Source: an optimization exercise on an open RTL-to-GDS flow (aim: small area and few clock cycles). Production flows keep margins and buffers that such runs may drop.
In this exercise RTL edits were held to simulation tests only and were not proved equivalent to the original.

File: config.mk
export PLATFORM = sky130hd
export DESIGN_NAME = mac_pipe_array
export DESIGN_NICKNAME = mac_pipe_array
export VERILOG_FILES = /design/flow/design.v
export SDC_FILE = /design/flow/constraint.sdc
export NUM_CORES = 4
export LEC_CHECK = 0
export CAP_MARGIN = 20
export CORE_MARGIN = 2
export CORE_UTILIZATION = 60
export GPL_TIMING_DRIVEN = 0
export SETUP_SLACK_MARGIN = 0.1
export SLEW_MARGIN = 20
export SYNTH_HIERARCHICAL = 1
File: constraint.sdc
create_clock -name core_clock -period 7.2 [get_ports {clk}]
set_input_delay 1.4400 -clock core_clock [delete_from_list [all_inputs] [get_ports {clk}]]
set_output_delay 1.4400 -clock core_clock [all_outputs]
set_load 0.01 [all_outputs]
File: design.v
package mac_pkg;
  typedef enum logic {
    MODE_PSUM = 1'b0,
    MODE_ACC  = 1'b1
  } mode_e;
  localparam int SAT_MAX_W = 64;
  function automatic logic [SAT_MAX_W:0] sat_add(
    input logic [SAT_MAX_W-1:0] a,
    input logic [SAT_MAX_W-1:0] b,
    input int unsigned          width
  );
    logic [SAT_MAX_W:0] w_one;
    logic [SAT_MAX_W:0] w_lim;
    logic [SAT_MAX_W:0] w_full;
    w_one  = {{SAT_MAX_W{1'b0}}, 1'b1};
    w_lim  = (w_one << width) - w_one;
    w_full = {1'b0, a} + {1'b0, b};
    if (w_full > w_lim) begin
      sat_add = {1'b1, w_lim[SAT_MAX_W-1:0]};
    end else begin
      sat_add = {1'b0, w_full[SAT_MAX_W-1:0]};
    end
  endfunction
endpackage
module mac_fa (
  input  logic a,
  input  logic b,
  input  logic c,
  output logic s,
  output logic co
);
  assign s  = a ^ b ^ c;
  assign co = (a & b) | (a & c) | (b & c);
endmodule
module mac_ha_pp (
  input  logic a0,
  input  logic w0,
  input  logic a1,
  input  logic w1,
  output logic s,
  output logic co
);
  assign co = ~(a0 & w0 & a1 & w1);
  assign s  = ~((a0 & w0) ^ (a1 & w1));
endmodule
module mac_lane #(
  parameter int IN_BITWIDTH  = 16,
  parameter int OUT_BITWIDTH = 32
) (
  input  logic                    clk,
  input  logic                    rst,
  input  logic                    i_adv,
  input  logic                    i_step,
  input  mac_pkg::mode_e          i_mode,
  input  logic                    i_last,
  input  logic [IN_BITWIDTH-1:0]  i_a,
  input  logic [IN_BITWIDTH-1:0]  i_w,
  input  logic [OUT_BITWIDTH-1:0] i_sum,
  output logic [OUT_BITWIDTH-1:0] o_out,
  output logic                    o_sat
);
  logic [OUT_BITWIDTH-1:0] r_acc;
  logic                    r_sticky;
  logic [OUT_BITWIDTH-1:0] r_out;
  logic                    r_out_sat;
  logic [OUT_BITWIDTH-1:0] w_base;
  logic [OUT_BITWIDTH-1:0] w_base_n;
  logic [OUT_BITWIDTH:0]   w_r0, w_r1;
  logic [OUT_BITWIDTH:0]   w_sum_n, w_g, w_p, w_c;
  logic [OUT_BITWIDTH:0]   w_tot;
  logic                    w_sat;
  logic [OUT_BITWIDTH-1:0] w_res;
  logic [IN_BITWIDTH-1:0]  pp_n [IN_BITWIDTH];
  assign w_base   = (i_mode == mac_pkg::MODE_PSUM) ? i_sum : (r_acc | {OUT_BITWIDTH{r_sticky}});
  assign w_base_n = ~w_base;
  for (genvar i = 0; i < IN_BITWIDTH; i++) begin : g_pp
    assign pp_n[i] = ~(i_w & {IN_BITWIDTH{i_a[i]}});
  end
  logic t239s, t239c;
  logic t238s, t238c;
  logic t237s, t237c;
  logic t236s, t236c;
  logic t235s, t235c;
  logic t234s, t234c;
  logic t233s, t233c;
  logic t232s, t232c;
  logic t231s, t231c;
  logic t230s, t230c;
  logic t229s, t229c;
  logic t228s, t228c;
  logic t227s, t227c;
  logic t226s, t226c;
  logic t225s, t225c;
  logic t224s, t224c;
  logic t223s, t223c;
  logic t222s, t222c;
  logic t221s, t221c;
  logic t220s, t220c;
  logic t219s, t219c;
  logic t218s, t218c;
  logic t217s, t217c;
  logic t216s, t216c;
  logic t215s, t215c;
  logic t214s, t214c;
  logic t213s, t213c;
  logic t212s, t212c;
  logic t211s, t211c;
  logic t210s, t210c;
  logic t209s, t209c;
  logic t208s, t208c;
  logic t207s, t207c;
  logic t206s, t206c;
  logic t205s, t205c;
  logic t204s, t204c;
  logic t203s, t203c;
  logic t202s, t202c;
  logic t201s, t201c;
  logic t200s, t200c;
  logic t199s, t199c;
  logic t198s, t198c;
  logic t197s, t197c;
  logic t196s, t196c;
  logic t195s, t195c;
  logic t194s, t194c;
  logic t193s, t193c;
  logic t192s, t192c;
  logic t191s, t191c;
  logic t190s, t190c;
  logic t189s, t189c;
  logic t188s, t188c;
  logic t187s, t187c;
  logic t186s, t186c;
  logic t185s, t185c;
  logic t184s, t184c;
  logic t183s, t183c;
  logic t182s, t182c;
  logic t181s, t181c;
  logic t180s, t180c;
  logic t179s, t179c;
  logic t178s, t178c;
  logic t177s, t177c;
  logic t176s, t176c;
  logic t175s, t175c;
  logic t174s, t174c;
  logic t173s, t173c;
  logic t172s, t172c;
  logic t171s, t171c;
  logic t170s, t170c;
  logic t169s, t169c;
  logic t168s, t168c;
  logic t167s, t167c;
  logic t166s, t166c;
  logic t165s, t165c;
  logic t164s, t164c;
  logic t163s, t163c;
  logic t162s, t162c;
  logic t161s, t161c;
  logic t160s, t160c;
  logic t159s, t159c;
  logic t158s, t158c;
  logic t157s, t157c;
  logic t156s, t156c;
  logic t155s, t155c;
  logic t154s, t154c;
  logic t153s, t153c;
  logic t152s, t152c;
  logic t151s, t151c;
  logic t150s, t150c;
  logic t149s, t149c;
  logic t148s, t148c;
  logic t147s, t147c;
  logic t146s, t146c;
  logic t145s, t145c;
  logic t144s, t144c;
  logic t143s, t143c;
  logic t142s, t142c;
  logic t141s, t141c;
  logic t140s, t140c;
  logic t139s, t139c;
  logic t138s, t138c;
  logic t137s, t137c;
  logic t136s, t136c;
  logic t135s, t135c;
  logic t134s, t134c;
  logic t133s, t133c;
  logic t132s, t132c;
  logic t131s, t131c;
  logic t130s, t130c;
  logic t129s, t129c;
  logic t128s, t128c;
  logic t127s, t127c;
  logic t126s, t126c;
  logic t125s, t125c;
  logic t124s, t124c;
  logic t123s, t123c;
  logic t122s, t122c;
  logic t121s, t121c;
  logic t120s, t120c;
  logic t119s, t119c;
  logic t118s, t118c;
  logic t117s, t117c;
  logic t116s, t116c;
  logic t115s, t115c;
  logic t114s, t114c;
  logic t113s, t113c;
  logic t112s, t112c;
  logic t111s, t111c;
  logic t110s, t110c;
  logic t109s, t109c;
  logic t108s, t108c;
  logic t107s, t107c;
  logic t106s, t106c;
  logic t105s, t105c;
  logic t104s, t104c;
  logic t103s, t103c;
  logic t102s, t102c;
  logic t101s, t101c;
  logic t100s, t100c;
  logic t99s, t99c;
  logic t98s, t98c;
  logic t97s, t97c;
  logic t96s, t96c;
  logic t95s, t95c;
  logic t94s, t94c;
  logic t93s, t93c;
  logic t92s, t92c;
  logic t91s, t91c;
  logic t90s, t90c;
  logic t89s, t89c;
  logic t88s, t88c;
  logic t87s, t87c;
  logic t86s, t86c;
  logic t85s, t85c;
  logic t84s, t84c;
  logic t83s, t83c;
  logic t82s, t82c;
  logic t81s, t81c;
  logic t80s, t80c;
  logic t79s, t79c;
  logic t78s, t78c;
  logic t77s, t77c;
  logic t76s, t76c;
  logic t75s, t75c;
  logic t74s, t74c;
  logic t73s, t73c;
  logic t72s, t72c;
  logic t71s, t71c;
  logic t70s, t70c;
  logic t69s, t69c;
  logic t68s, t68c;
  logic t67s, t67c;
  logic t66s, t66c;
  logic t65s, t65c;
  logic t64s, t64c;
  logic t63s, t63c;
  logic t62s, t62c;
  logic t61s, t61c;
  logic t60s, t60c;
  logic t59s, t59c;
  logic t58s, t58c;
  logic t57s, t57c;
  logic t56s, t56c;
  logic t55s, t55c;
  logic t54s, t54c;
  logic t53s, t53c;
  logic t52s, t52c;
  logic t51s, t51c;
  logic t50s, t50c;
  logic t49s, t49c;
  logic t48s, t48c;
  logic t47s, t47c;
  logic t46s, t46c;
  logic t45s, t45c;
  logic t44s, t44c;
  logic t43s, t43c;
  logic t42s, t42c;
  logic t41s, t41c;
  logic t40s, t40c;
  logic t39s, t39c;
  logic t38s, t38c;
  logic t37s, t37c;
  logic t36s, t36c;
  logic t35s, t35c;
  logic t34s, t34c;
  logic t33s, t33c;
  logic t32s, t32c;
  logic t31s, t31c;
  logic t30s, t30c;
  logic t29s, t29c;
  logic t28s, t28c;
  logic t27s, t27c;
  logic t26s, t26c;
  logic t25s, t25c;
  logic t24s, t24c;
  logic t23s, t23c;
  logic t22s, t22c;
  logic t21s, t21c;
  logic t20s, t20c;
  logic t19s, t19c;
  logic t18s, t18c;
  logic t17s, t17c;
  logic t16s, t16c;
  logic t15s, t15c;
  logic t14s, t14c;
  logic t13s, t13c;
  logic t12s, t12c;
  logic t11s, t11c;
  logic t10s, t10c;
  logic t9s, t9c;
  logic t8s, t8c;
  logic t7s, t7c;
  logic t6s, t6c;
  logic t5s, t5c;
  logic t4s, t4c;
  logic t3s, t3c;
  logic t2s, t2c;
  logic t1s, t1c;
  logic t0s, t0c;
  mac_ha_pp u_ha0 (.a0(i_a[0]), .w0(i_w[12]), .a1(i_a[10]), .w1(i_w[2]), .s(t0s), .co(t0c));
  mac_fa u_fa0 (.a(pp_n[0][13]), .b(pp_n[10][3]), .c(pp_n[11][2]), .s(t1s), .co(t1c));
  mac_ha_pp u_ha1 (.a0(i_a[12]), .w0(i_w[1]), .a1(i_a[13]), .w1(i_w[0]), .s(t2s), .co(t2c));
  mac_fa u_fa1 (.a(pp_n[0][14]), .b(pp_n[10][4]), .c(pp_n[11][3]), .s(t3s), .co(t3c));
  mac_fa u_fa2 (.a(pp_n[12][2]), .b(pp_n[13][1]), .c(pp_n[14][0]), .s(t4s), .co(t4c));
  mac_ha_pp u_ha2 (.a0(i_a[1]), .w0(i_w[13]), .a1(i_a[2]), .w1(i_w[12]), .s(t5s), .co(t5c));
  mac_fa u_fa3 (.a(pp_n[0][15]), .b(pp_n[10][5]), .c(pp_n[11][4]), .s(t6s), .co(t6c));
  mac_fa u_fa4 (.a(pp_n[12][3]), .b(pp_n[13][2]), .c(pp_n[14][1]), .s(t7s), .co(t7c));
  mac_fa u_fa5 (.a(pp_n[15][0]), .b(pp_n[1][14]), .c(pp_n[2][13]), .s(t8s), .co(t8c));
  mac_ha_pp u_ha3 (.a0(i_a[3]), .w0(i_w[12]), .a1(i_a[4]), .w1(i_w[11]), .s(t9s), .co(t9c));
  mac_fa u_fa6 (.a(pp_n[10][6]), .b(pp_n[11][5]), .c(pp_n[12][4]), .s(t10s), .co(t10c));
  mac_fa u_fa7 (.a(pp_n[13][3]), .b(pp_n[14][2]), .c(pp_n[15][1]), .s(t11s), .co(t11c));
  mac_fa u_fa8 (.a(pp_n[1][15]), .b(pp_n[2][14]), .c(pp_n[3][13]), .s(t12s), .co(t12c));
  mac_ha_pp u_ha4 (.a0(i_a[4]), .w0(i_w[12]), .a1(i_a[5]), .w1(i_w[11]), .s(t13s), .co(t13c));
  mac_fa u_fa9 (.a(pp_n[10][7]), .b(pp_n[11][6]), .c(pp_n[12][5]), .s(t14s), .co(t14c));
  mac_fa u_fa10 (.a(pp_n[13][4]), .b(pp_n[14][3]), .c(pp_n[15][2]), .s(t15s), .co(t15c));
  mac_fa u_fa11 (.a(pp_n[2][15]), .b(pp_n[3][14]), .c(pp_n[4][13]), .s(t16s), .co(t16c));
  mac_fa u_fa12 (.a(pp_n[10][8]), .b(pp_n[11][7]), .c(pp_n[12][6]), .s(t17s), .co(t17c));
  mac_fa u_fa13 (.a(pp_n[13][5]), .b(pp_n[14][4]), .c(pp_n[15][3]), .s(t18s), .co(t18c));
  mac_fa u_fa14 (.a(pp_n[10][9]), .b(pp_n[11][8]), .c(pp_n[12][7]), .s(t19s), .co(t19c));
  mac_ha_pp u_ha5 (.a0(i_a[0]), .w0(i_w[8]), .a1(i_a[1]), .w1(i_w[7]), .s(t20s), .co(t20c));
  mac_fa u_fa15 (.a(pp_n[0][9]), .b(pp_n[1][8]), .c(pp_n[2][7]), .s(t21s), .co(t21c));
  mac_ha_pp u_ha6 (.a0(i_a[3]), .w0(i_w[6]), .a1(i_a[4]), .w1(i_w[5]), .s(t22s), .co(t22c));
  mac_fa u_fa16 (.a(pp_n[0][10]), .b(pp_n[10][0]), .c(pp_n[1][9]), .s(t23s), .co(t23c));
  mac_fa u_fa17 (.a(pp_n[2][8]), .b(pp_n[3][7]), .c(pp_n[4][6]), .s(t24s), .co(t24c));
  mac_ha_pp u_ha7 (.a0(i_a[5]), .w0(i_w[5]), .a1(i_a[6]), .w1(i_w[4]), .s(t25s), .co(t25c));
  mac_fa u_fa18 (.a(pp_n[0][11]), .b(pp_n[10][1]), .c(pp_n[11][0]), .s(t26s), .co(t26c));
  mac_fa u_fa19 (.a(pp_n[1][10]), .b(pp_n[2][9]), .c(pp_n[3][8]), .s(t27s), .co(t27c));
  mac_fa u_fa20 (.a(pp_n[4][7]), .b(pp_n[5][6]), .c(pp_n[6][5]), .s(t28s), .co(t28c));
  mac_ha_pp u_ha8 (.a0(i_a[7]), .w0(i_w[4]), .a1(i_a[8]), .w1(i_w[3]), .s(t29s), .co(t29c));
  mac_fa u_fa21 (.a(pp_n[11][1]), .b(pp_n[12][0]), .c(pp_n[1][11]), .s(t30s), .co(t30c));
  mac_fa u_fa22 (.a(pp_n[2][10]), .b(pp_n[3][9]), .c(pp_n[4][8]), .s(t31s), .co(t31c));
  mac_fa u_fa23 (.a(pp_n[5][7]), .b(pp_n[6][6]), .c(pp_n[7][5]), .s(t32s), .co(t32c));
  mac_fa u_fa24 (.a(pp_n[8][4]), .b(pp_n[9][3]), .c(w_base_n[12]), .s(t33s), .co(t33c));
  mac_fa u_fa25 (.a(pp_n[1][12]), .b(pp_n[2][11]), .c(pp_n[3][10]), .s(t34s), .co(t34c));
  mac_fa u_fa26 (.a(pp_n[4][9]), .b(pp_n[5][8]), .c(pp_n[6][7]), .s(t35s), .co(t35c));
  mac_fa u_fa27 (.a(pp_n[7][6]), .b(pp_n[8][5]), .c(pp_n[9][4]), .s(t36s), .co(t36c));
  mac_fa u_fa28 (.a(w_base_n[13]), .b(t0c), .c(t2s), .s(t37s), .co(t37c));
  mac_fa u_fa29 (.a(pp_n[3][11]), .b(pp_n[4][10]), .c(pp_n[5][9]), .s(t38s), .co(t38c));
  mac_fa u_fa30 (.a(pp_n[6][8]), .b(pp_n[7][7]), .c(pp_n[8][6]), .s(t39s), .co(t39c));
  mac_fa u_fa31 (.a(pp_n[9][5]), .b(w_base_n[14]), .c(t2c), .s(t40s), .co(t40c));
  mac_fa u_fa32 (.a(t1c), .b(t5s), .c(t3s), .s(t41s), .co(t41c));
  mac_fa u_fa33 (.a(pp_n[5][10]), .b(pp_n[6][9]), .c(pp_n[7][8]), .s(t42s), .co(t42c));
  mac_fa u_fa34 (.a(pp_n[8][7]), .b(pp_n[9][6]), .c(w_base_n[15]), .s(t43s), .co(t43c));
  mac_fa u_fa35 (.a(t5c), .b(t3c), .c(t4c), .s(t44s), .co(t44c));
  mac_fa u_fa36 (.a(t9s), .b(t6s), .c(t7s), .s(t45s), .co(t45c));
  mac_fa u_fa37 (.a(pp_n[6][10]), .b(pp_n[7][9]), .c(pp_n[8][8]), .s(t46s), .co(t46c));
  mac_fa u_fa38 (.a(pp_n[9][7]), .b(w_base_n[16]), .c(t9c), .s(t47s), .co(t47c));
  mac_fa u_fa39 (.a(t6c), .b(t7c), .c(t8c), .s(t48s), .co(t48c));
  mac_fa u_fa40 (.a(t13s), .b(t10s), .c(t11s), .s(t49s), .co(t49c));
  mac_fa u_fa41 (.a(pp_n[5][12]), .b(pp_n[6][11]), .c(pp_n[7][10]), .s(t50s), .co(t50c));
  mac_fa u_fa42 (.a(pp_n[8][9]), .b(pp_n[9][8]), .c(w_base_n[17]), .s(t51s), .co(t51c));
  mac_fa u_fa43 (.a(t13c), .b(t10c), .c(t11c), .s(t52s), .co(t52c));
  mac_fa u_fa44 (.a(t12c), .b(t14s), .c(t15s), .s(t53s), .co(t53c));
  mac_fa u_fa45 (.a(pp_n[3][15]), .b(pp_n[4][14]), .c(pp_n[5][13]), .s(t54s), .co(t54c));
  mac_fa u_fa46 (.a(pp_n[6][12]), .b(pp_n[7][11]), .c(pp_n[8][10]), .s(t55s), .co(t55c));
  mac_fa u_fa47 (.a(pp_n[9][9]), .b(w_base_n[18]), .c(t14c), .s(t56s), .co(t56c));
  mac_fa u_fa48 (.a(t15c), .b(t16c), .c(t17s), .s(t57s), .co(t57c));
  mac_fa u_fa49 (.a(pp_n[13][6]), .b(pp_n[14][5]), .c(pp_n[15][4]), .s(t58s), .co(t58c));
  mac_fa u_fa50 (.a(pp_n[4][15]), .b(pp_n[5][14]), .c(pp_n[6][13]), .s(t59s), .co(t59c));
  mac_fa u_fa51 (.a(pp_n[7][12]), .b(pp_n[8][11]), .c(pp_n[9][10]), .s(t60s), .co(t60c));
  mac_fa u_fa52 (.a(w_base_n[19]), .b(t17c), .c(t18c), .s(t61s), .co(t61c));
  mac_fa u_fa53 (.a(pp_n[10][10]), .b(pp_n[11][9]), .c(pp_n[12][8]), .s(t62s), .co(t62c));
  mac_fa u_fa54 (.a(pp_n[13][7]), .b(pp_n[14][6]), .c(pp_n[15][5]), .s(t63s), .co(t63c));
  mac_fa u_fa55 (.a(pp_n[5][15]), .b(pp_n[6][14]), .c(pp_n[7][13]), .s(t64s), .co(t64c));
  mac_fa u_fa56 (.a(pp_n[8][12]), .b(pp_n[9][11]), .c(w_base_n[20]), .s(t65s), .co(t65c));
  mac_fa u_fa57 (.a(pp_n[10][11]), .b(pp_n[11][10]), .c(pp_n[12][9]), .s(t66s), .co(t66c));
  mac_fa u_fa58 (.a(pp_n[13][8]), .b(pp_n[14][7]), .c(pp_n[15][6]), .s(t67s), .co(t67c));
  mac_fa u_fa59 (.a(pp_n[6][15]), .b(pp_n[7][14]), .c(pp_n[8][13]), .s(t68s), .co(t68c));
  mac_fa u_fa60 (.a(pp_n[10][12]), .b(pp_n[11][11]), .c(pp_n[12][10]), .s(t69s), .co(t69c));
  mac_fa u_fa61 (.a(pp_n[13][9]), .b(pp_n[14][8]), .c(pp_n[15][7]), .s(t70s), .co(t70c));
  mac_fa u_fa62 (.a(pp_n[10][13]), .b(pp_n[11][12]), .c(pp_n[12][11]), .s(t71s), .co(t71c));
  mac_ha_pp u_ha9 (.a0(i_a[0]), .w0(i_w[5]), .a1(i_a[1]), .w1(i_w[4]), .s(t72s), .co(t72c));
  mac_fa u_fa63 (.a(pp_n[0][6]), .b(pp_n[1][5]), .c(pp_n[2][4]), .s(t73s), .co(t73c));
  mac_ha_pp u_ha10 (.a0(i_a[3]), .w0(i_w[3]), .a1(i_a[4]), .w1(i_w[2]), .s(t74s), .co(t74c));
  mac_fa u_fa64 (.a(pp_n[0][7]), .b(pp_n[1][6]), .c(pp_n[2][5]), .s(t75s), .co(t75c));
  mac_fa u_fa65 (.a(pp_n[3][4]), .b(pp_n[4][3]), .c(pp_n[5][2]), .s(t76s), .co(t76c));
  mac_ha_pp u_ha11 (.a0(i_a[6]), .w0(i_w[1]), .a1(i_a[7]), .w1(i_w[0]), .s(t77s), .co(t77c));
  mac_fa u_fa66 (.a(pp_n[2][6]), .b(pp_n[3][5]), .c(pp_n[4][4]), .s(t78s), .co(t78c));
  mac_fa u_fa67 (.a(pp_n[5][3]), .b(pp_n[6][2]), .c(pp_n[7][1]), .s(t79s), .co(t79c));
  mac_fa u_fa68 (.a(pp_n[8][0]), .b(w_base_n[8]), .c(t20s), .s(t80s), .co(t80c));
  mac_fa u_fa69 (.a(pp_n[5][4]), .b(pp_n[6][3]), .c(pp_n[7][2]), .s(t81s), .co(t81c));
  mac_fa u_fa70 (.a(pp_n[8][1]), .b(pp_n[9][0]), .c(w_base_n[9]), .s(t82s), .co(t82c));
  mac_fa u_fa71 (.a(t20c), .b(t22s), .c(t21s), .s(t83s), .co(t83c));
  mac_fa u_fa72 (.a(pp_n[7][3]), .b(pp_n[8][2]), .c(pp_n[9][1]), .s(t84s), .co(t84c));
  mac_fa u_fa73 (.a(w_base_n[10]), .b(t22c), .c(t21c), .s(t85s), .co(t85c));
  mac_fa u_fa74 (.a(t25s), .b(t23s), .c(t24s), .s(t86s), .co(t86c));
  mac_fa u_fa75 (.a(pp_n[9][2]), .b(w_base_n[11]), .c(t25c), .s(t87s), .co(t87c));
  mac_fa u_fa76 (.a(t23c), .b(t24c), .c(t29s), .s(t88s), .co(t88c));
  mac_fa u_fa77 (.a(t26s), .b(t27s), .c(t28s), .s(t89s), .co(t89c));
  mac_fa u_fa78 (.a(t29c), .b(t26c), .c(t27c), .s(t90s), .co(t90c));
  mac_fa u_fa79 (.a(t28c), .b(t0s), .c(t30s), .s(t91s), .co(t91c));
  mac_fa u_fa80 (.a(t31s), .b(t32s), .c(t33s), .s(t92s), .co(t92c));
  mac_fa u_fa81 (.a(t30c), .b(t31c), .c(t32c), .s(t93s), .co(t93c));
  mac_fa u_fa82 (.a(t33c), .b(t1s), .c(t34s), .s(t94s), .co(t94c));
  mac_fa u_fa83 (.a(t35s), .b(t36s), .c(t37s), .s(t95s), .co(t95c));
  mac_fa u_fa84 (.a(t34c), .b(t35c), .c(t36c), .s(t96s), .co(t96c));
  mac_fa u_fa85 (.a(t38s), .b(t39s), .c(t4s), .s(t97s), .co(t97c));
  mac_fa u_fa86 (.a(t37c), .b(t40s), .c(t41s), .s(t98s), .co(t98c));
  mac_fa u_fa87 (.a(t38c), .b(t39c), .c(t42s), .s(t99s), .co(t99c));
  mac_fa u_fa88 (.a(t8s), .b(t43s), .c(t40c), .s(t100s), .co(t100c));
  mac_fa u_fa89 (.a(t41c), .b(t44s), .c(t45s), .s(t101s), .co(t101c));
  mac_fa u_fa90 (.a(t42c), .b(t43c), .c(t12s), .s(t102s), .co(t102c));
  mac_fa u_fa91 (.a(t46s), .b(t44c), .c(t47s), .s(t103s), .co(t103c));
  mac_fa u_fa92 (.a(t45c), .b(t48s), .c(t49s), .s(t104s), .co(t104c));
  mac_fa u_fa93 (.a(t46c), .b(t16s), .c(t50s), .s(t105s), .co(t105c));
  mac_fa u_fa94 (.a(t51s), .b(t47c), .c(t48c), .s(t106s), .co(t106c));
  mac_fa u_fa95 (.a(t49c), .b(t52s), .c(t53s), .s(t107s), .co(t107c));
  mac_fa u_fa96 (.a(t50c), .b(t51c), .c(t18s), .s(t108s), .co(t108c));
  mac_fa u_fa97 (.a(t54s), .b(t55s), .c(t52c), .s(t109s), .co(t109c));
  mac_fa u_fa98 (.a(t56s), .b(t53c), .c(t57s), .s(t110s), .co(t110c));
  mac_fa u_fa99 (.a(t54c), .b(t55c), .c(t19s), .s(t111s), .co(t111c));
  mac_fa u_fa100 (.a(t58s), .b(t59s), .c(t60s), .s(t112s), .co(t112c));
  mac_fa u_fa101 (.a(t56c), .b(t57c), .c(t61s), .s(t113s), .co(t113c));
  mac_fa u_fa102 (.a(t19c), .b(t58c), .c(t59c), .s(t114s), .co(t114c));
  mac_fa u_fa103 (.a(t60c), .b(t62s), .c(t63s), .s(t115s), .co(t115c));
  mac_fa u_fa104 (.a(t64s), .b(t65s), .c(t61c), .s(t116s), .co(t116c));
  mac_fa u_fa105 (.a(pp_n[9][12]), .b(w_base_n[21]), .c(t62c), .s(t117s), .co(t117c));
  mac_fa u_fa106 (.a(t63c), .b(t64c), .c(t65c), .s(t118s), .co(t118c));
  mac_fa u_fa107 (.a(t66s), .b(t67s), .c(t68s), .s(t119s), .co(t119c));
  mac_fa u_fa108 (.a(pp_n[7][15]), .b(pp_n[8][14]), .c(pp_n[9][13]), .s(t120s), .co(t120c));
  mac_fa u_fa109 (.a(w_base_n[22]), .b(t66c), .c(t67c), .s(t121s), .co(t121c));
  mac_fa u_fa110 (.a(t68c), .b(t69s), .c(t70s), .s(t122s), .co(t122c));
  mac_fa u_fa111 (.a(pp_n[13][10]), .b(pp_n[14][9]), .c(pp_n[15][8]), .s(t123s), .co(t123c));
  mac_fa u_fa112 (.a(pp_n[8][15]), .b(pp_n[9][14]), .c(w_base_n[23]), .s(t124s), .co(t124c));
  mac_fa u_fa113 (.a(t69c), .b(t70c), .c(t71s), .s(t125s), .co(t125c));
  mac_fa u_fa114 (.a(pp_n[10][14]), .b(pp_n[11][13]), .c(pp_n[12][12]), .s(t126s), .co(t126c));
  mac_fa u_fa115 (.a(pp_n[13][11]), .b(pp_n[14][10]), .c(pp_n[15][9]), .s(t127s), .co(t127c));
  mac_fa u_fa116 (.a(pp_n[9][15]), .b(w_base_n[24]), .c(t71c), .s(t128s), .co(t128c));
  mac_fa u_fa117 (.a(pp_n[10][15]), .b(pp_n[11][14]), .c(pp_n[12][13]), .s(t129s), .co(t129c));
  mac_fa u_fa118 (.a(pp_n[13][12]), .b(pp_n[14][11]), .c(pp_n[15][10]), .s(t130s), .co(t130c));
  mac_fa u_fa119 (.a(pp_n[11][15]), .b(pp_n[12][14]), .c(pp_n[13][13]), .s(t131s), .co(t131c));
  mac_ha_pp u_ha12 (.a0(i_a[0]), .w0(i_w[3]), .a1(i_a[1]), .w1(i_w[2]), .s(t132s), .co(t132c));
  mac_fa u_fa120 (.a(pp_n[0][4]), .b(pp_n[1][3]), .c(pp_n[2][2]), .s(t133s), .co(t133c));
  mac_ha_pp u_ha13 (.a0(i_a[3]), .w0(i_w[1]), .a1(i_a[4]), .w1(i_w[0]), .s(t134s), .co(t134c));
  mac_fa u_fa121 (.a(pp_n[2][3]), .b(pp_n[3][2]), .c(pp_n[4][1]), .s(t135s), .co(t135c));
  mac_fa u_fa122 (.a(pp_n[5][0]), .b(w_base_n[5]), .c(t72s), .s(t136s), .co(t136c));
  mac_fa u_fa123 (.a(pp_n[5][1]), .b(pp_n[6][0]), .c(w_base_n[6]), .s(t137s), .co(t137c));
  mac_fa u_fa124 (.a(t72c), .b(t74s), .c(t73s), .s(t138s), .co(t138c));
  mac_fa u_fa125 (.a(w_base_n[7]), .b(t74c), .c(t73c), .s(t139s), .co(t139c));
  mac_fa u_fa126 (.a(t77s), .b(t75s), .c(t76s), .s(t140s), .co(t140c));
  mac_fa u_fa127 (.a(t77c), .b(t75c), .c(t76c), .s(t141s), .co(t141c));
  mac_fa u_fa128 (.a(t78s), .b(t79s), .c(t80s), .s(t142s), .co(t142c));
  mac_fa u_fa129 (.a(t78c), .b(t79c), .c(t81s), .s(t143s), .co(t143c));
  mac_fa u_fa130 (.a(t82s), .b(t80c), .c(t83s), .s(t144s), .co(t144c));
  mac_fa u_fa131 (.a(t81c), .b(t82c), .c(t84s), .s(t145s), .co(t145c));
  mac_fa u_fa132 (.a(t83c), .b(t85s), .c(t86s), .s(t146s), .co(t146c));
  mac_fa u_fa133 (.a(t84c), .b(t85c), .c(t87s), .s(t147s), .co(t147c));
  mac_fa u_fa134 (.a(t86c), .b(t88s), .c(t89s), .s(t148s), .co(t148c));
  mac_fa u_fa135 (.a(t87c), .b(t88c), .c(t90s), .s(t149s), .co(t149c));
  mac_fa u_fa136 (.a(t89c), .b(t91s), .c(t92s), .s(t150s), .co(t150c));
  mac_fa u_fa137 (.a(t90c), .b(t91c), .c(t92c), .s(t151s), .co(t151c));
  mac_fa u_fa138 (.a(t93s), .b(t94s), .c(t95s), .s(t152s), .co(t152c));
  mac_fa u_fa139 (.a(t93c), .b(t94c), .c(t96s), .s(t153s), .co(t153c));
  mac_fa u_fa140 (.a(t97s), .b(t95c), .c(t98s), .s(t154s), .co(t154c));
  mac_fa u_fa141 (.a(t96c), .b(t97c), .c(t99s), .s(t155s), .co(t155c));
  mac_fa u_fa142 (.a(t100s), .b(t98c), .c(t101s), .s(t156s), .co(t156c));
  mac_fa u_fa143 (.a(t99c), .b(t102s), .c(t100c), .s(t157s), .co(t157c));
  mac_fa u_fa144 (.a(t103s), .b(t101c), .c(t104s), .s(t158s), .co(t158c));
  mac_fa u_fa145 (.a(t102c), .b(t105s), .c(t103c), .s(t159s), .co(t159c));
  mac_fa u_fa146 (.a(t106s), .b(t104c), .c(t107s), .s(t160s), .co(t160c));
  mac_fa u_fa147 (.a(t105c), .b(t108s), .c(t106c), .s(t161s), .co(t161c));
  mac_fa u_fa148 (.a(t109s), .b(t107c), .c(t110s), .s(t162s), .co(t162c));
  mac_fa u_fa149 (.a(t108c), .b(t111s), .c(t112s), .s(t163s), .co(t163c));
  mac_fa u_fa150 (.a(t109c), .b(t110c), .c(t113s), .s(t164s), .co(t164c));
  mac_fa u_fa151 (.a(t111c), .b(t112c), .c(t114s), .s(t165s), .co(t165c));
  mac_fa u_fa152 (.a(t115s), .b(t116s), .c(t113c), .s(t166s), .co(t166c));
  mac_fa u_fa153 (.a(t114c), .b(t117s), .c(t115c), .s(t167s), .co(t167c));
  mac_fa u_fa154 (.a(t118s), .b(t119s), .c(t116c), .s(t168s), .co(t168c));
  mac_fa u_fa155 (.a(t120s), .b(t117c), .c(t118c), .s(t169s), .co(t169c));
  mac_fa u_fa156 (.a(t121s), .b(t119c), .c(t122s), .s(t170s), .co(t170c));
  mac_fa u_fa157 (.a(t120c), .b(t123s), .c(t124s), .s(t171s), .co(t171c));
  mac_fa u_fa158 (.a(t121c), .b(t122c), .c(t125s), .s(t172s), .co(t172c));
  mac_fa u_fa159 (.a(t123c), .b(t124c), .c(t126s), .s(t173s), .co(t173c));
  mac_fa u_fa160 (.a(t127s), .b(t128s), .c(t125c), .s(t174s), .co(t174c));
  mac_fa u_fa161 (.a(w_base_n[25]), .b(t126c), .c(t127c), .s(t175s), .co(t175c));
  mac_fa u_fa162 (.a(t129s), .b(t130s), .c(t128c), .s(t176s), .co(t176c));
  mac_fa u_fa163 (.a(pp_n[14][12]), .b(pp_n[15][11]), .c(w_base_n[26]), .s(t177s), .co(t177c));
  mac_fa u_fa164 (.a(t129c), .b(t130c), .c(t131s), .s(t178s), .co(t178c));
  mac_fa u_fa165 (.a(pp_n[12][15]), .b(pp_n[13][14]), .c(pp_n[14][13]), .s(t179s), .co(t179c));
  mac_fa u_fa166 (.a(pp_n[15][12]), .b(w_base_n[27]), .c(t131c), .s(t180s), .co(t180c));
  mac_fa u_fa167 (.a(pp_n[13][15]), .b(pp_n[14][14]), .c(pp_n[15][13]), .s(t181s), .co(t181c));
  mac_ha_pp u_ha14 (.a0(i_a[0]), .w0(i_w[2]), .a1(i_a[1]), .w1(i_w[1]), .s(t182s), .co(t182c));
  mac_fa u_fa168 (.a(pp_n[2][1]), .b(pp_n[3][0]), .c(w_base_n[3]), .s(t183s), .co(t183c));
  mac_fa u_fa169 (.a(w_base_n[4]), .b(t132c), .c(t134s), .s(t184s), .co(t184c));
  mac_fa u_fa170 (.a(t134c), .b(t133c), .c(t135s), .s(t185s), .co(t185c));
  mac_fa u_fa171 (.a(t135c), .b(t137s), .c(t136c), .s(t186s), .co(t186c));
  mac_fa u_fa172 (.a(t137c), .b(t138c), .c(t139s), .s(t187s), .co(t187c));
  mac_fa u_fa173 (.a(t139c), .b(t140c), .c(t141s), .s(t188s), .co(t188c));
  mac_fa u_fa174 (.a(t141c), .b(t143s), .c(t142c), .s(t189s), .co(t189c));
  mac_fa u_fa175 (.a(t143c), .b(t145s), .c(t144c), .s(t190s), .co(t190c));
  mac_fa u_fa176 (.a(t145c), .b(t147s), .c(t146c), .s(t191s), .co(t191c));
  mac_fa u_fa177 (.a(t147c), .b(t149s), .c(t148c), .s(t192s), .co(t192c));
  mac_fa u_fa178 (.a(t149c), .b(t151s), .c(t150c), .s(t193s), .co(t193c));
  mac_fa u_fa179 (.a(t151c), .b(t153s), .c(t152c), .s(t194s), .co(t194c));
  mac_fa u_fa180 (.a(t153c), .b(t155s), .c(t154c), .s(t195s), .co(t195c));
  mac_fa u_fa181 (.a(t155c), .b(t157s), .c(t156c), .s(t196s), .co(t196c));
  mac_fa u_fa182 (.a(t157c), .b(t159s), .c(t158c), .s(t197s), .co(t197c));
  mac_fa u_fa183 (.a(t159c), .b(t161s), .c(t160c), .s(t198s), .co(t198c));
  mac_fa u_fa184 (.a(t161c), .b(t163s), .c(t162c), .s(t199s), .co(t199c));
  mac_fa u_fa185 (.a(t163c), .b(t165s), .c(t164c), .s(t200s), .co(t200c));
  mac_fa u_fa186 (.a(t165c), .b(t167s), .c(t168s), .s(t201s), .co(t201c));
  mac_fa u_fa187 (.a(t167c), .b(t169s), .c(t168c), .s(t202s), .co(t202c));
  mac_fa u_fa188 (.a(t171s), .b(t169c), .c(t170c), .s(t203s), .co(t203c));
  mac_fa u_fa189 (.a(t171c), .b(t173s), .c(t172c), .s(t204s), .co(t204c));
  mac_fa u_fa190 (.a(t173c), .b(t175s), .c(t176s), .s(t205s), .co(t205c));
  mac_fa u_fa191 (.a(t177s), .b(t175c), .c(t178s), .s(t206s), .co(t206c));
  mac_fa u_fa192 (.a(t177c), .b(t179s), .c(t180s), .s(t207s), .co(t207c));
  mac_fa u_fa193 (.a(w_base_n[28]), .b(t179c), .c(t181s), .s(t208s), .co(t208c));
  mac_fa u_fa194 (.a(pp_n[14][15]), .b(pp_n[15][14]), .c(w_base_n[29]), .s(t209s), .co(t209c));
  mac_ha_pp u_ha15 (.a0(i_a[0]), .w0(i_w[1]), .a1(i_a[1]), .w1(i_w[0]), .s(t210s), .co(t210c));
  mac_fa u_fa195 (.a(pp_n[2][0]), .b(w_base_n[2]), .c(t182s), .s(t211s), .co(t211c));
  mac_fa u_fa196 (.a(t182c), .b(t132s), .c(t183s), .s(t212s), .co(t212c));
  mac_fa u_fa197 (.a(t183c), .b(t133s), .c(t184s), .s(t213s), .co(t213c));
  mac_fa u_fa198 (.a(t184c), .b(t136s), .c(t185s), .s(t214s), .co(t214c));
  mac_fa u_fa199 (.a(t185c), .b(t138s), .c(t186s), .s(t215s), .co(t215c));
  mac_fa u_fa200 (.a(t140s), .b(t186c), .c(t187s), .s(t216s), .co(t216c));
  mac_fa u_fa201 (.a(t187c), .b(t142s), .c(t188s), .s(t217s), .co(t217c));
  mac_fa u_fa202 (.a(t188c), .b(t144s), .c(t189s), .s(t218s), .co(t218c));
  mac_fa u_fa203 (.a(t146s), .b(t189c), .c(t190s), .s(t219s), .co(t219c));
  mac_fa u_fa204 (.a(t148s), .b(t190c), .c(t191s), .s(t220s), .co(t220c));
  mac_fa u_fa205 (.a(t150s), .b(t191c), .c(t192s), .s(t221s), .co(t221c));
  mac_fa u_fa206 (.a(t192c), .b(t152s), .c(t193s), .s(t222s), .co(t222c));
  mac_fa u_fa207 (.a(t193c), .b(t154s), .c(t194s), .s(t223s), .co(t223c));
  mac_fa u_fa208 (.a(t156s), .b(t194c), .c(t195s), .s(t224s), .co(t224c));
  mac_fa u_fa209 (.a(t158s), .b(t195c), .c(t196s), .s(t225s), .co(t225c));
  mac_fa u_fa210 (.a(t160s), .b(t196c), .c(t197s), .s(t226s), .co(t226c));
  mac_fa u_fa211 (.a(t162s), .b(t197c), .c(t198s), .s(t227s), .co(t227c));
  mac_fa u_fa212 (.a(t164s), .b(t198c), .c(t199s), .s(t228s), .co(t228c));
  mac_fa u_fa213 (.a(t166s), .b(t199c), .c(t200s), .s(t229s), .co(t229c));
  mac_fa u_fa214 (.a(t166c), .b(t201s), .c(t200c), .s(t230s), .co(t230c));
  mac_fa u_fa215 (.a(t170s), .b(t201c), .c(t202s), .s(t231s), .co(t231c));
  mac_fa u_fa216 (.a(t172s), .b(t202c), .c(t203s), .s(t232s), .co(t232c));
  mac_fa u_fa217 (.a(t174s), .b(t203c), .c(t204s), .s(t233s), .co(t233c));
  mac_fa u_fa218 (.a(t174c), .b(t205s), .c(t204c), .s(t234s), .co(t234c));
  mac_fa u_fa219 (.a(t176c), .b(t206s), .c(t205c), .s(t235s), .co(t235c));
  mac_fa u_fa220 (.a(t178c), .b(t207s), .c(t206c), .s(t236s), .co(t236c));
  mac_fa u_fa221 (.a(t180c), .b(t208s), .c(t207c), .s(t237s), .co(t237c));
  mac_fa u_fa222 (.a(t181c), .b(t209s), .c(t208c), .s(t238s), .co(t238c));
  mac_fa u_fa223 (.a(pp_n[15][15]), .b(w_base_n[30]), .c(t209c), .s(t239s), .co(t239c));
  assign w_r0 = {1'b1, w_base_n[31], t238c, t237c, t236c, t235c, t234c, t233c, t232c, t231c, t230c, t229c, t228c, t227c, t226c, t225c, t224c, t223c, t222c, t221c, t220c, t219c, t218c, t217c, t216c, t215c, t214c, t213c, t212c, t211c, t210c, w_base_n[1], pp_n[0][0]};
  assign w_r1 = {1'b1, t239c, t239s, t238s, t237s, t236s, t235s, t234s, t233s, t232s, t231s, t230s, t229s, t228s, t227s, t226s, t225s, t224s, t223s, t222s, t221s, t220s, t219s, t218s, t217s, t216s, t215s, t214s, t213s, t212s, t211s, t210s, w_base_n[0]};
  logic pg4_29, pp4_29;
  logic pg4_28, pp4_28;
  logic pg4_27, pp4_27;
  logic pg4_26, pp4_26;
  logic pg4_25, pp4_25;
  logic pg4_24, pp4_24;
  logic pg4_23, pp4_23;
  logic pg4_22, pp4_22;
  logic pg4_21, pp4_21;
  logic pg4_20, pp4_20;
  logic pg4_19, pp4_19;
  logic pg4_18, pp4_18;
  logic pg4_17, pp4_17;
  logic pg4_16, pp4_16;
  logic pg3_29, pp3_29;
  logic pg3_28, pp3_28;
  logic pg3_27, pp3_27;
  logic pg3_26, pp3_26;
  logic pg3_25, pp3_25;
  logic pg3_24, pp3_24;
  logic pg3_15, pp3_15;
  logic pg3_14, pp3_14;
  logic pg3_13, pp3_13;
  logic pg3_12, pp3_12;
  logic pg3_11, pp3_11;
  logic pg3_10, pp3_10;
  logic pg3_9, pp3_9;
  logic pg3_8, pp3_8;
  logic pg2_29, pp2_29;
  logic pg2_28, pp2_28;
  logic pg2_23, pp2_23;
  logic pg2_22, pp2_22;
  logic pg2_21, pp2_21;
  logic pg2_20, pp2_20;
  logic pg2_15, pp2_15;
  logic pg2_14, pp2_14;
  logic pg2_13, pp2_13;
  logic pg2_12, pp2_12;
  logic pg2_7, pp2_7;
  logic pg2_6, pp2_6;
  logic pg2_5, pp2_5;
  logic pg2_4, pp2_4;
  logic pg1_27, pp1_27;
  logic pg1_26, pp1_26;
  logic pg1_23, pp1_23;
  logic pg1_22, pp1_22;
  logic pg1_19, pp1_19;
  logic pg1_18, pp1_18;
  logic pg1_15, pp1_15;
  logic pg1_14, pp1_14;
  logic pg1_11, pp1_11;
  logic pg1_10, pp1_10;
  logic pg1_7, pp1_7;
  logic pg1_6, pp1_6;
  logic pg1_3, pp1_3;
  logic pg1_2, pp1_2;
  logic pg0_29, pp0_29;
  logic pg0_27, pp0_27;
  logic pg0_25, pp0_25;
  logic pg0_23, pp0_23;
  logic pg0_21, pp0_21;
  logic pg0_19, pp0_19;
  logic pg0_17, pp0_17;
  logic pg0_15, pp0_15;
  logic pg0_13, pp0_13;
  logic pg0_11, pp0_11;
  logic pg0_9, pp0_9;
  logic pg0_7, pp0_7;
  logic pg0_5, pp0_5;
  logic pg0_3, pp0_3;
  logic pg0_1, pp0_1;
  assign w_g = w_r0 & w_r1;
  assign w_p = w_r0 ^ w_r1;
  assign w_c[0] = 1'b1;
  assign w_c[1] = w_g[0] | (w_p[0] & w_c[0]);
  assign w_c[2] = w_g[1] | (w_p[1] & w_c[1]);
  assign w_c[3] = w_g[2] | (w_p[2] & w_c[2]);
  assign w_c[4] = w_g[3] | (w_p[3] & w_c[3]);
  assign pg0_1 = w_g[4] | (w_p[4] & w_c[4]);
  assign pg0_3 = w_g[6] | (w_p[6] & w_g[5]);
  assign pp0_3 = w_p[6] & w_p[5];
  assign pg0_5 = w_g[8] | (w_p[8] & w_g[7]);
  assign pp0_5 = w_p[8] & w_p[7];
  assign pg0_7 = w_g[10] | (w_p[10] & w_g[9]);
  assign pp0_7 = w_p[10] & w_p[9];
  assign pg0_9 = w_g[12] | (w_p[12] & w_g[11]);
  assign pp0_9 = w_p[12] & w_p[11];
  assign pg0_11 = w_g[14] | (w_p[14] & w_g[13]);
  assign pp0_11 = w_p[14] & w_p[13];
  assign pg0_13 = w_g[16] | (w_p[16] & w_g[15]);
  assign pp0_13 = w_p[16] & w_p[15];
  assign pg0_15 = w_g[18] | (w_p[18] & w_g[17]);
  assign pp0_15 = w_p[18] & w_p[17];
  assign pg0_17 = w_g[20] | (w_p[20] & w_g[19]);
  assign pp0_17 = w_p[20] & w_p[19];
  assign pg0_19 = w_g[22] | (w_p[22] & w_g[21]);
  assign pp0_19 = w_p[22] & w_p[21];
  assign pg0_21 = w_g[24] | (w_p[24] & w_g[23]);
  assign pp0_21 = w_p[24] & w_p[23];
  assign pg0_23 = w_g[26] | (w_p[26] & w_g[25]);
  assign pp0_23 = w_p[26] & w_p[25];
  assign pg0_25 = w_g[28] | (w_p[28] & w_g[27]);
  assign pp0_25 = w_p[28] & w_p[27];
  assign pg0_27 = w_g[30] | (w_p[30] & w_g[29]);
  assign pp0_27 = w_p[30] & w_p[29];
  assign pg0_29 = w_g[32] | (w_p[32] & w_g[31]);
  assign pp0_29 = w_p[32] & w_p[31];
  assign pg1_2 = w_g[5] | (w_p[5] & pg0_1);
  assign pg1_3 = pg0_3 | (pp0_3 & pg0_1);
  assign pg1_6 = w_g[9] | (w_p[9] & pg0_5);
  assign pp1_6 = w_p[9] & pp0_5;
  assign pg1_7 = pg0_7 | (pp0_7 & pg0_5);
  assign pp1_7 = pp0_7 & pp0_5;
  assign pg1_10 = w_g[13] | (w_p[13] & pg0_9);
  assign pp1_10 = w_p[13] & pp0_9;
  assign pg1_11 = pg0_11 | (pp0_11 & pg0_9);
  assign pp1_11 = pp0_11 & pp0_9;
  assign pg1_14 = w_g[17] | (w_p[17] & pg0_13);
  assign pp1_14 = w_p[17] & pp0_13;
  assign pg1_15 = pg0_15 | (pp0_15 & pg0_13);
  assign pp1_15 = pp0_15 & pp0_13;
  assign pg1_18 = w_g[21] | (w_p[21] & pg0_17);
  assign pp1_18 = w_p[21] & pp0_17;
  assign pg1_19 = pg0_19 | (pp0_19 & pg0_17);
  assign pp1_19 = pp0_19 & pp0_17;
  assign pg1_22 = w_g[25] | (w_p[25] & pg0_21);
  assign pp1_22 = w_p[25] & pp0_21;
  assign pg1_23 = pg0_23 | (pp0_23 & pg0_21);
  assign pp1_23 = pp0_23 & pp0_21;
  assign pg1_26 = w_g[29] | (w_p[29] & pg0_25);
  assign pp1_26 = w_p[29] & pp0_25;
  assign pg1_27 = pg0_27 | (pp0_27 & pg0_25);
  assign pp1_27 = pp0_27 & pp0_25;
  assign pg2_4 = w_g[7] | (w_p[7] & pg1_3);
  assign pg2_5 = pg0_5 | (pp0_5 & pg1_3);
  assign pg2_6 = pg1_6 | (pp1_6 & pg1_3);
  assign pg2_7 = pg1_7 | (pp1_7 & pg1_3);
  assign pg2_12 = w_g[15] | (w_p[15] & pg1_11);
  assign pp2_12 = w_p[15] & pp1_11;
  assign pg2_13 = pg0_13 | (pp0_13 & pg1_11);
  assign pp2_13 = pp0_13 & pp1_11;
  assign pg2_14 = pg1_14 | (pp1_14 & pg1_11);
  assign pp2_14 = pp1_14 & pp1_11;
  assign pg2_15 = pg1_15 | (pp1_15 & pg1_11);
  assign pp2_15 = pp1_15 & pp1_11;
  assign pg2_20 = w_g[23] | (w_p[23] & pg1_19);
  assign pp2_20 = w_p[23] & pp1_19;
  assign pg2_21 = pg0_21 | (pp0_21 & pg1_19);
  assign pp2_21 = pp0_21 & pp1_19;
  assign pg2_22 = pg1_22 | (pp1_22 & pg1_19);
  assign pp2_22 = pp1_22 & pp1_19;
  assign pg2_23 = pg1_23 | (pp1_23 & pg1_19);
  assign pp2_23 = pp1_23 & pp1_19;
  assign pg2_28 = w_g[31] | (w_p[31] & pg1_27);
  assign pp2_28 = w_p[31] & pp1_27;
  assign pg2_29 = pg0_29 | (pp0_29 & pg1_27);
  assign pp2_29 = pp0_29 & pp1_27;
  assign pg3_8 = w_g[11] | (w_p[11] & pg2_7);
  assign pg3_9 = pg0_9 | (pp0_9 & pg2_7);
  assign pg3_10 = pg1_10 | (pp1_10 & pg2_7);
  assign pg3_11 = pg1_11 | (pp1_11 & pg2_7);
  assign pg3_12 = pg2_12 | (pp2_12 & pg2_7);
  assign pg3_13 = pg2_13 | (pp2_13 & pg2_7);
  assign pg3_14 = pg2_14 | (pp2_14 & pg2_7);
  assign pg3_15 = pg2_15 | (pp2_15 & pg2_7);
  assign pg3_24 = w_g[27] | (w_p[27] & pg2_23);
  assign pp3_24 = w_p[27] & pp2_23;
  assign pg3_25 = pg0_25 | (pp0_25 & pg2_23);
  assign pp3_25 = pp0_25 & pp2_23;
  assign pg3_26 = pg1_26 | (pp1_26 & pg2_23);
  assign pp3_26 = pp1_26 & pp2_23;
  assign pg3_27 = pg1_27 | (pp1_27 & pg2_23);
  assign pp3_27 = pp1_27 & pp2_23;
  assign pg3_28 = pg2_28 | (pp2_28 & pg2_23);
  assign pp3_28 = pp2_28 & pp2_23;
  assign pg3_29 = pg2_29 | (pp2_29 & pg2_23);
  assign pp3_29 = pp2_29 & pp2_23;
  assign pg4_16 = w_g[19] | (w_p[19] & pg3_15);
  assign pg4_17 = pg0_17 | (pp0_17 & pg3_15);
  assign pg4_18 = pg1_18 | (pp1_18 & pg3_15);
  assign pg4_19 = pg1_19 | (pp1_19 & pg3_15);
  assign pg4_20 = pg2_20 | (pp2_20 & pg3_15);
  assign pg4_21 = pg2_21 | (pp2_21 & pg3_15);
  assign pg4_22 = pg2_22 | (pp2_22 & pg3_15);
  assign pg4_23 = pg2_23 | (pp2_23 & pg3_15);
  assign pg4_24 = pg3_24 | (pp3_24 & pg3_15);
  assign pg4_25 = pg3_25 | (pp3_25 & pg3_15);
  assign pg4_26 = pg3_26 | (pp3_26 & pg3_15);
  assign pg4_27 = pg3_27 | (pp3_27 & pg3_15);
  assign pg4_28 = pg3_28 | (pp3_28 & pg3_15);
  assign pg4_29 = pg3_29 | (pp3_29 & pg3_15);
  assign w_c[5] = pg0_1;
  assign w_c[6] = pg1_2;
  assign w_c[7] = pg1_3;
  assign w_c[8] = pg2_4;
  assign w_c[9] = pg2_5;
  assign w_c[10] = pg2_6;
  assign w_c[11] = pg2_7;
  assign w_c[12] = pg3_8;
  assign w_c[13] = pg3_9;
  assign w_c[14] = pg3_10;
  assign w_c[15] = pg3_11;
  assign w_c[16] = pg3_12;
  assign w_c[17] = pg3_13;
  assign w_c[18] = pg3_14;
  assign w_c[19] = pg3_15;
  assign w_c[20] = pg4_16;
  assign w_c[21] = pg4_17;
  assign w_c[22] = pg4_18;
  assign w_c[23] = pg4_19;
  assign w_c[24] = pg4_20;
  assign w_c[25] = pg4_21;
  assign w_c[26] = pg4_22;
  assign w_c[27] = pg4_23;
  assign w_c[28] = pg4_24;
  assign w_c[29] = pg4_25;
  assign w_c[30] = pg4_26;
  assign w_c[31] = pg4_27;
  assign w_c[32] = pg4_28;
  assign w_sum_n = w_p ^ w_c;
  assign w_tot   = ~w_sum_n;
  assign w_sat = w_tot[OUT_BITWIDTH];
  assign w_res = w_tot[OUT_BITWIDTH-1:0];
  always_ff @(posedge clk or posedge rst) begin
    if (rst) begin
      r_acc    <= '0;
      r_sticky <= 1'b0;
    end else if (i_step) begin
      if (i_last) begin
        r_acc    <= '0;
        r_sticky <= 1'b0;
      end else begin
        r_acc    <= w_res;
        r_sticky <= r_sticky | w_sat;
      end
    end
  end
  always_ff @(posedge clk) begin
    if (i_adv) begin
      r_out     <= w_res;
      r_out_sat <= w_sat | ((i_mode == mac_pkg::MODE_ACC) & r_sticky);
    end
  end
  assign o_out = r_out | {OUT_BITWIDTH{r_out_sat}};
  assign o_sat = r_out_sat;
endmodule
module mac_pipe_array #(
  parameter int LANES        = 4,
  parameter int IN_BITWIDTH  = 16,
  parameter int OUT_BITWIDTH = 32
) (
  input  logic                          clk,
  input  logic                          rst,
  input  logic                          in_valid,
  output logic                          in_ready,
  input  logic                          mode,
  input  logic                          in_last,
  input  logic [LANES*IN_BITWIDTH-1:0]  a_in,
  input  logic [LANES*IN_BITWIDTH-1:0]  w_in,
  input  logic [LANES*OUT_BITWIDTH-1:0] sum_in,
  output logic                          out_valid,
  input  logic                          out_ready,
  output logic [LANES*OUT_BITWIDTH-1:0] out,
  output logic [LANES-1:0]              out_sat
);
  logic w_adv;
  logic w_acc_step;
  logic r_out_valid;
  assign w_adv      = !r_out_valid || out_ready;
  assign in_ready   = w_adv;
  assign w_acc_step = in_valid && w_adv && (mac_pkg::mode_e'(mode) == mac_pkg::MODE_ACC);
  always_ff @(posedge clk or posedge rst) begin
    if (rst) begin
      r_out_valid <= 1'b0;
    end else if (w_adv) begin
      r_out_valid <= in_valid && ((mac_pkg::mode_e'(mode) == mac_pkg::MODE_PSUM) || in_last);
    end
  end
  assign out_valid = r_out_valid;
  for (genvar g = 0; g < LANES; g++) begin : g_lane
    mac_lane #(
      .IN_BITWIDTH (IN_BITWIDTH),
      .OUT_BITWIDTH(OUT_BITWIDTH)
    ) u_lane (
      .clk       (clk),
      .rst       (rst),
      .i_adv     (w_adv),
      .i_step    (w_acc_step),
      .i_mode    (mac_pkg::mode_e'(mode)),
      .i_last    (in_last),
      .i_a       (a_in[g*IN_BITWIDTH +: IN_BITWIDTH]),
      .i_w       (w_in[g*IN_BITWIDTH +: IN_BITWIDTH]),
      .i_sum     (sum_in[g*OUT_BITWIDTH +: OUT_BITWIDTH]),
      .o_out     (out[g*OUT_BITWIDTH +: OUT_BITWIDTH]),
      .o_sat     (out_sat[g])
    );
  end
endmodule
File: flow/run.sh
#!/bin/bash
# The standard layout, with the port buffers made from the smallest buffer cell and the
# buffers that synthesis put in taken out at floorplan (placement's repair adds back what the
# slew and capacitance limits need).
set -euo pipefail
bash standard.sh synth > synth.log 2>&1
bash standard.sh 'BUFFER_PORTS_ARGS=-buffer_cell sky130_fd_sc_hd__buf_1' REMOVE_ABC_BUFFERS=1 finish > layout.log 2>&1
File: standard.sh
#!/bin/bash
# synth_recipe.tcl (not shown) runs the flow's synth.tcl, then flattens the netlist and writes it again
# the make line also repeats each setting of config.mk as NAME=value (left out here)
make -C /OpenROAD-flow-scripts/flow DESIGN_CONFIG=/design/flow/config.mk WORK_HOME=/design/flow/orfs CLKGATE_MAP_FILE= SYNTH_SCRIPT=/design/flow/synth_recipe.tcl "${@:-finish}"
==> results of run 1 <==
## registers in the layout, summed over array words and instances, names as in the netlist
register and count:
g_lane.u_lane.r_out_sat 4, r_out_valid 1, g_lane.u_lane.r_out 128, g_lane.u_lane.r_sticky 4
g_lane.u_lane.r_acc 128
## repair_timing
action,in CTS,in global routing
resized for setup,5,68
hold buffers,0,0
setup buffers,0,1
endpoints found under the setup margin,70,72
pin swaps,0,1
hold endpoints to repair,0,0
## cells by family after synthesis
family                     Yosys count  synth area share [%]
and+or+nand+nor                   1579                  16.9
adders and majority gates         1040                  50.0
AOI/OAI and AO/OA                  453                  8.19
buffers and inverters              350                  3.41
DFF                                265                  18.2
xor gates and xnor gates           148                  3.24
muxes                                4                 0.100
## final timing paths
| path | startpoint | to | slack (ns) |
|---|---|---|---|
| max | mode | g_lane[2].u_lane.r_sticky | 0.19 |
| max in group asynchronous | rst | g_lane[3].u_lane.r_acc[13] | 5.62 |
| max reg2reg | g_lane[0].u_lane.r_sticky | g_lane[0].u_lane.r_acc[20] | 0.70 |
| min | g_lane[0].u_lane.r_acc[19] | g_lane[0].u_lane.r_acc[19] | 0.49 |
| min in group asynchronous | rst | r_out_valid | 0.79 |
| min reg2reg | g_lane[0].u_lane.r_acc[19] | g_lane[0].u_lane.r_acc[19] | 0.49 |
## final cells by class
cell class	count	area [µm²]	share of cell area, %
clock buffer	39	773	1.79
tap	864	1080	2.50
antenna	11	27.5	0.0637
inverter	114	428	0.991
sequential	265	7290	16.9
clock inverter	14	136	0.316
multi-input combinational	3224	31400	72.7
timing repair buffer	419	2060	4.77
## placed cells by master, fill, tap and decap left out, drive strengths merged, types with 5 or more instances in the layout
master | Yosys | final
nand2 | 1156 | 1156
inv | 114 | 115
nor2 | 92 | 92
clkdlybuf4s15 | 0 | 9
o22ai | 60 | 60
and3 | 5 | 5
ha | 112 | 112
edfxtp | 132 | 132
a31o | 32 | 32
o211ai | 8 | 8
a21o | 16 | 16
nand3 | 36 | 36
nor2b | 41 | 41
xor2 | 44 | 44
a22o | 72 | 72
clkbuf | 224 | 91
a31oi | 12 | 12
nand2b | 9 | 9
a211oi | 20 | 20
diode | 0 | 11
buf | 4 | 358
dfrtp | 133 | 133
nand4 | 80 | 80
o21ai | 121 | 121
fa | 928 | 928
or2 | 128 | 128
clkinv | 0 | 7
a21oi | 72 | 72
xnor2 | 104 | 104
## modules after synthesis, one instance, submodules excluded, a selection
module          flip-flops and latches  copies in the design  area, µm²  cells
mac_ha_pp                            0                    64       22.5      4
mac_pipe_array                       1                     1       63.8      7
mac_fa                               0                   896       20.0      1
## worst max-delay path: cells and delay by family
kind                     cells  cell delay (ns)
AND/OR/NAND/NOR              2             0.47
AO/OA/AOI/OAI                7             1.71
buffers and inverters        5             1.10
adder cells (fa/ha/maj)      6             2.68
## metal layers
metal / global-route usage, % / up-vias / part of all wire, %
met3: 8.81 / 405 / 11
met5: 0 / - / 0.029
met1: 49.2 / 16033 / 37
met4: 16.5 / 6 / 4.5
li1: - / 12880 / -
met2: 61.1 / 2021 / 48
## per-stage QoR
stage          instances  cell area [µm²]  hold slack, ns
6_report            4950            43200           0.488
5_1_grt             4947            43200           0.524
4_1_cts             4934            42900           0.488
3_5_place_dp        4881            42000           0.474
3_3_place_gp        4862            41600           0.468
2_1_floorplan       3603            39000           0.452
==> results.cfg, run 1 <==
[timing]
rsz0062_at_grt = no
slew_viol_final = 0
min_period_over_period_pct = 97.3
final-setup-viol-count = 0
finalCriticalPeriod_ns = 7.01
finalHoldViolCount = 0
slew_headroom_pct = 19.3
fin_tns_setup_ns = 0
worst-slew-pin-transition_ns = 1.21
max_freq_ghz = 0.143
finClkSkew_ns = 0.0205
setup_ws_ns = 0.193

[floorplan]
die-width_um = 262
die_area_um2 = 68700
dieHeight_um = 262
rows = 94
pin_count = 396
coreArea_um2 = 65900
start_util_pct = 60.7

[grt]
globalRouteOverflowTotal = 0
antenna_found_initial = 12
grt_pass1_vias = 34541
grt_util_all_layers_pct = 37.8
grt_pass1_wl_um = 196000
grt_max_degree = 48

[final_layout]
drive_gt1_share_pct = 8.27
areaGrowthSynthToFinish_pct = 8.03
num-fill-cells = 5311
nets = 5355
utilization_pct = 65.6

[synth]
async_flop_share_pct = 50.2
synthFlopType = dfrtp_1
yosysSeqAreaShare_pct = 18.2
syn-cell-area_um2 = 40000
ys_warn_count = 10
netlist_instances = 3839
synth_enable_flop_cells = 132
synth_common_cells = 1156 x nand2_1, 928 x fa_1, 224 x clkbuf_1
yosysTopAreaCellShare_pct = 46.5
synth_cell_types = 54
synth_most_common_cell = nand2_1
synthTopCellsByArea = fa_1 46%, nand2_1 11%, edfxtp_1 9.9%, dfrtp_1 8.3%, ha_1 3.5%
syn_area_per_cell_um2 = 10.4
yosysTopAreaCell = fa_1
ys_ff_latch = 265

[setup_path]
cp_data_arrival_time_ns = 7.52
cp_common_cell = fa_1
crit_chain = buf_8 > buf_12 > buf_12 > buf_16 > nand2_4 > o22ai_2 > fa_1 > fa_1 > fa_1 > fa_1 > fa_1 > ha_1 > a21oi_1 > o21ai_1 > a221oi_4 > buf_4 > a211oi_1 > nand3b_1 > a211oi_1 > o21a_1
critPathMaxFanout = 42
endpoint_kind = flip-flop
worst_setup_path_start_kind = input pin
critical_path_class = input pin to flip-flop
cpMaxStageDelayCell = fa_1
cp_slowest_stage_delay_ns = 0.57
reg2reg_depth = 17
critical_path_required_ns = 7.71

[drt]
drt_iter0_markers = 2678
drt-pass1-iter-count = 6
vias_per_cell = 6.33
final_antenna_net_count = 0
wl_um = 126000
num_vias = 31345
detail_route.wl_per_cell_um = 25.5
drc = 0

[placed_design]
place_ws_ns = -1.18
io_buffers = 395
hpwlAfterDp_um = 93800
place.gp.congestion = 0.932

[clocking]
path_clk_slew_ns = 0.06
cts_tree = yes
clock_sinks = 265
clk_latency_ns = 0.59
numCtsBuffers = 29
cts_root_buf = clkbuf_16
clockBufferDepth = 3
htree_levels = 1

[status]
status = complete, no violations

[worst_hold_path]
hold_path_depth = 2
worst_hold_path_type = flip-flop to flip-flop

[job]
max_cap_viol_count = 0
Testbench counts, summed over its fixed seeds: cycles 12,008.
==> run 2, diff against run 1 <==
--- a/config.mk
+++ b/config.mk
@@ -7,7 +7,7 @@
 export LEC_CHECK = 0
 export CAP_MARGIN = 20
 export CORE_MARGIN = 2
-export CORE_UTILIZATION = 60
+export CORE_UTILIZATION = 70
 export GPL_TIMING_DRIVEN = 0
 export SETUP_SLACK_MARGIN = 0.1
 export SLEW_MARGIN = 20
==> run 2 against run 1 <==
  * Cell area is 0.30% lower
  * Count of clock-buffer cells in the layout is 2 higher
  * Sequential share of layout area is 0.051 points higher
  * Sequential cell count stayed put
  * Via count is 2.7% higher
  * Still clean on timing, DRC and antenna
  * Non-clock buffer count is 1 higher
  * Critical path depth is 3 lower
  * Largest cell class unchanged
  * Global-route usage is 5.4 points higher
  * Setup slack better by 0.0076 ns
  * Register-to-register slack worse by 0.11 ns
  * Critical endpoint is now g_lane[2].u_lane.r_acc[26]
==> results.cfg, run 2 <==
[clocking]
cts_root_buf = clkbuf_16
path_clk_slew_ns = 0.07
numCtsBuffers = 28
clockBufferDepth = 3
clk_latency_ns = 0.58

[final_layout]
regArea_um2 = 7290
drive_gt1_share_pct = 8.17
multiInputGateArea_um2 = 31400
nets = 5355
stdcell_count = 4842
final_common_cell = nand2_1
num-fill-cells = 3934

[setup_path]
cp_data_arrival_time_ns = 7.51
critPathMaxFanout = 16
critical_path_class = input pin to flip-flop

[drt]
drt_iter0_markers = 3166
detail_route.wl_per_cell_um = 25.5
vias_per_cell = 6.65
final_antenna_net_count = 0

[floorplan]
coreArea_um2 = 56400
die-width_um = 243
die_area_um2 = 59000

[grt]
grt_util_all_layers_pct = 43.1
grt_pass1_vias = 35360
grt_pass1_wl_um = 194000

[worst_hold_path]
worst_hold_path_type = flip-flop to flip-flop

[timing]
finalCriticalPeriod_ns = 7.00
slew_viol_final = 0
finClkSkew_ns = 0.0198
min_period_over_period_pct = 97.2
slew_headroom_pct = 15.6
final-setup-viol-count = 0

[synth]
yosysTopAreaCellShare_pct = 46.5
synthFlopType = dfrtp_1
ys_ff_latch = 265
yosysSeqAreaShare_pct = 18.2
synth_common_cells = 1156 x nand2_1, 928 x fa_1, 224 x clkbuf_1
async_flop_share_pct = 50.2
synth_most_common_cell = nand2_1
yosysTopAreaCell = fa_1
ys_warn_count = 10

[status]
status = complete, no violations

[placed_design]
placed_cells = 4770
place.gp.congestion = 0.955
io_buffers = 395

[job]
max_cap_viol_count = 0
## run 2: cell counts after synthesis
Identical to the previous run, type by type.
## run 2: layout make-up
type,instances,share of cell area [%]
diodes,11,0.0639
inverters,114,0.994
repair buffers,420,4.73
clock buffers,41,1.91
well taps,756,2.20
flip-flops and latches,265,16.9
clock inverters,11,0.323
multi-input cells,3224,72.9
## run 2: stage by stage
| step | hold slack, ns | cell area, µm² | setup WS (ns) |
|---|---|---|---|
| final | 0.488 | 43100 | 0.200 |
| after global routing | 0.523 | 43100 | 0.0283 |
| after CTS | 0.486 | 42800 | 0.109 |
| after detailed placement | 0.472 | 41800 | -1.05 |
| after global placement | 0.464 | 41500 | -9.22 |
| after floorplan | 0.452 | 39000 | 0.890 |
## run 2: logic make-up after synthesis
logic type | after synthesis | share of synthesized area [%]
compound gates | 453 | 8.19
xor+xnor | 148 | 3.24
fa+ha+maj | 1040 | 50.0
buf+inv | 350 | 3.41
flops | 265 | 18.2
mux | 4 | 0.100
simple gates | 1579 | 16.9
## run 2: worst paths after layout
path / slack [ns] / endpoint / cells after the start / from
min in group asynchronous: 0.93 / r_out_valid / 2 / rst
max in group asynchronous: 5.42 / g_lane[3].u_lane.r_acc[6] / 2 / rst
worst min register to register: 0.49 / g_lane[1].u_lane.r_acc[19] / 2 / g_lane[1].u_lane.r_acc[19]
worst max register to register: 0.59 / g_lane[0].u_lane.r_acc[20] / 17 / g_lane[0].u_lane.r_sticky
worst max-delay path: 0.20 / g_lane[2].u_lane.r_acc[26] / 17 / a_in[43]
worst min-delay path: 0.49 / g_lane[1].u_lane.r_acc[19] / 2 / g_lane[1].u_lane.r_acc[19]
## run 2: worst max-delay path: cells and delay by family
family / cells / cell delay, ns
buffers and inverters: 2 / 0.99
AOI/OAI and AO/OA: 6 / 1.30
xor gates and xnor gates: 1 / 0.29
and+or+nand+nor: 1 / 0.18
adders and majority gates: 7 / 3.29
## run 2: per-module statistics from Yosys, one instance, submodules excluded, excerpt
| module | flops+latches | cell area (µm²) | cells | times used |
|---|---|---|---|---|
| mac_pipe_array | 1 | 63.8 | 7 | 1 |
| mac_fa | 0 | 20.0 | 1 | 896 |
| mac_ha_pp | 0 | 22.5 | 4 | 64 |
## run 2: per-layer routing
metal | global-route usage, % | part of all wire (%) | vias up
li1 | - | - | 12891
met1 | 55.1 | 34 | 16196
met2 | 68.0 | 48 | 2538
met3 | 11.6 | 13 | 553
met4 | 23.4 | 5.6 | 12
met5 | 0.245 | 0.053 | -
## run 2: repair_timing
action / 4_1_cts / 5_1_grt
gates cloned: 0 / 0
buffers inserted: 0 / 1
resized for setup: 6 / 74
setup endpoints to repair: 40 / 65
hold buffers: 0 / 0
pin swaps: 0 / 1

## afterwards: timing with drivers on the ports
In the flow no input, the clock included, has a driving cell. The finished layouts below were timed again as built, in two steps.
Step 1 sets driving cells, clkbuf_16 on the clock port and buf_2 on the other inputs (assumed; they add their load-dependent delay and slew).
Step 2 times the ports against the registers' clock, not the clock port: input delays grow and output delays shrink by t, the midpoint of the rising clock arrivals with the driver on.
Three values: no drivers, after step 1, after step 2; two values: the first two.
run	t, ns	setup WS [ns]	hold WS [ns]	slew at the worst register clock pin (ns)
run 1	0.645	0.193 / 0.205 / -0.439	0.488 / 0.488 / 0.488	0.07 / 0.07
run 2	0.638	0.200 / 0.239 / -0.399	0.488 / 0.488 / 0.488	0.07 / 0.07
With both steps, setup timing fails in run 1 and run 2, where it was met with ideal ports. The setup slack of run 1, which loses most, moves by +0.012 ns with the drivers and by -0.632 ns with both steps.
